What follows belongs to an exercise in optimizing a design on an open flow for small area, a short achievable clock period and few clock cycles per item; a production flow would make more cautious choices. The RTL was checked by simulation tests, not by an equivalence proof against the original design. The flow treats the clock pin as an ideal source, which a real chip does not have. Power figures rest on the tool's default switching activity, not on a simulated workload.

Design ts_packet_header_parser, start of the top module:
module ts_packet_header_parser (
  input  logic        clk,
  input  logic        rst,
  input  logic        byte_valid,
  output logic        byte_stall,
  input  logic [8:0]  byte_data,   
  output logic        rec_valid,
  input  logic        rec_stall,
  output logic [72:0] rec_data
);
Size: about 790 cells after synthesis, ~140 flip-flops, ~88 I/O pins, roughly 0.0069 mm² of cells after synthesis.
==> flow/config.mk <==
export PLATFORM = sky130hd
export DESIGN_NAME = ts_packet_header_parser
export DESIGN_NICKNAME = ts_packet_header_parser
export VERILOG_FILES = /design/flow/design.v
export SDC_FILE = /design/flow/constraint.sdc
export NUM_CORES = 4
export LEC_CHECK = 0
export ABC_AREA = 1
export CAP_MARGIN = 20
export CORE_MARGIN = 2
export CORE_UTILIZATION = 50
export SLEW_MARGIN = 20
export TNS_END_PERCENT = 0
==> flow/constraint.sdc <==
create_clock -name core_clock -period 8.0 [get_ports {clk}]
set_input_delay 1.6000 -clock core_clock [delete_from_list [all_inputs] [get_ports {clk}]]
set_output_delay 1.6000 -clock core_clock [all_outputs]
set_load 0.01 [all_outputs]
standard.sh (not shown) runs the stock make flow with config.mk's settings and CLKGATE_MAP_FILE= SYNTH_SCRIPT=/design/flow/synth_recipe.tcl, a recipe that flattens the netlist after the stock synthesis.
==> flow/flow/run.sh <==
#!/bin/bash
# The standard layout (standard.sh: the standard flow's synthesis and ORFS flow) with three
# changes to how it is made:
#  - port buffers are buf_2 cells rather than the delay cells buffer_ports picks by
#    default; every port still gets its own buffer;
#  - the clock tree uses clkbuf_8 cells under a clkbuf_16 root and no dummy loads;
set -euo pipefail
export BUFFER_PORTS_ARGS="-buffer_cell sky130_fd_sc_hd__buf_2"
export CTS_ARGS="-sink_clustering_enable -repair_clock_nets -buf_list sky130_fd_sc_hd__clkbuf_8 -root_buf sky130_fd_sc_hd__clkbuf_16 -dont_use_dummy_load"
export SETUP_SLACK_MARGIN=5.4
bash standard.sh finish > standard_flow.log 2>&1
The baseline passed the timing, DRC and antenna checks.
Testbench counts at the start, summed over its fixed seeds: cycles 36,328, bytes 36,128.
Next try:
- CORE_UTILIZATION: 50 -> 72
- TNS_END_PERCENT: 0 -> unset
What happened: Count of clock-buffer cells in the layout does not change. Total power rose slightly. Setup slack is better by 0.033 ns. Clock power is about the same. Sequential share of layout area rose by 0.48 points. Design area fell slightly.
Next try:
==> flow/flow/run.sh (replaced) <==
#!/bin/bash
# The standard layout (standard.sh: the standard flow's synthesis and ORFS flow) with these
# changes to how it is made:
#  - port buffers are buf_2 cells rather than the delay cells buffer_ports picks by
#    default; every port still gets its own buffer;
#  - the clock tree is built from clkbuf_4 cells under a clkbuf_16 root, with no
#    dummy loads; flow/post_cts.tcl then upsizes to clkbuf_8 any of them whose
#    flip-flop clock pins would see a high slew;
set -euo pipefail
export BUFFER_PORTS_ARGS="-buffer_cell sky130_fd_sc_hd__buf_2"
export CTS_ARGS="-sink_clustering_enable -repair_clock_nets -buf_list sky130_fd_sc_hd__clkbuf_4 -root_buf sky130_fd_sc_hd__clkbuf_16 -dont_use_dummy_load"
export POST_CTS_TCL="$(pwd)/flow/post_cts.tcl"
export SETUP_SLACK_MARGIN=5.45
bash standard.sh finish > standard_flow.log 2>&1
==> flow/flow/post_cts.tcl (new file) <==
set_propagated_clock [all_clocks]
estimate_parasitics -placement
set upsized 0
foreach inst [get_cells *] {
  if {[get_property $inst ref_name] ne "sky130_fd_sc_hd__clkbuf_4"} { continue }
  set worst 0.0
  foreach opin [get_pins -of_objects $inst -filter "direction==output"] {
    foreach p [get_pins -of_objects [get_nets -of_objects $opin] -filter "direction==input"] {
      set s [get_property $p slew_max]
      if {$s > $worst} { set worst $s }
    }
  }
  if {$worst > 0.090} {
    replace_cell [get_property $inst full_name] sky130_fd_sc_hd__clkbuf_8
    incr upsized
  }
}
puts "post_cts: upsized $upsized clock buffers to clkbuf_8"
if {$upsized > 0} {
  detailed_placement
  check_placement -verbose
  estimate_parasitics -placement
}
- CORE_UTILIZATION: 72 -> 50
- PLACE_DENSITY: unset -> 0.8
The changed run finished with timing, DRC and antenna clean.
Routed wire length is lower by 10%.
Global-route usage is lower by 13 points.
Clock skew is lower by 0.0058 ns.
Sequential cell count does not change.
Via count is lower by 6.7%.

==> re-timing with driven ports <==
No port has a modelled driver above. Below, the same layouts with a new extraction and two added sets of constraints.
Step 1: set_driving_cell puts a clkbuf_16 on clk and a buf_2 on each other input, an assumption about the parent block.
Step 2 times the ports against the registers' clock, not the clock port: input delays grow and output delays shrink by t, the midpoint of the rising clock arrivals with the driver on.
a / b / c = no drivers / after step 1 / after step 2; a / b = the first two.
run | t, ns | setup WS [ns] | hold slack, ns | worst register clock-pin slew, ns
the first run | 0.411 | 5.382 / 5.341 / 5.364 | 0.486 / 0.486 / 0.486 | 0.08 / 0.08
the second run | 0.405 | 5.415 / 5.375 / 5.323 | 0.483 / 0.483 / 0.483 | 0.09 / 0.09
the third run | 0.399 | 5.428 / 5.388 / 5.405 | 0.474 / 0.474 / 0.474 | 0.09 / 0.09
After both steps every run listed still meets setup and hold. For the second run, which loses most, drivers alone change the setup slack by -0.040 ns; drivers and shift together by -0.092 ns.
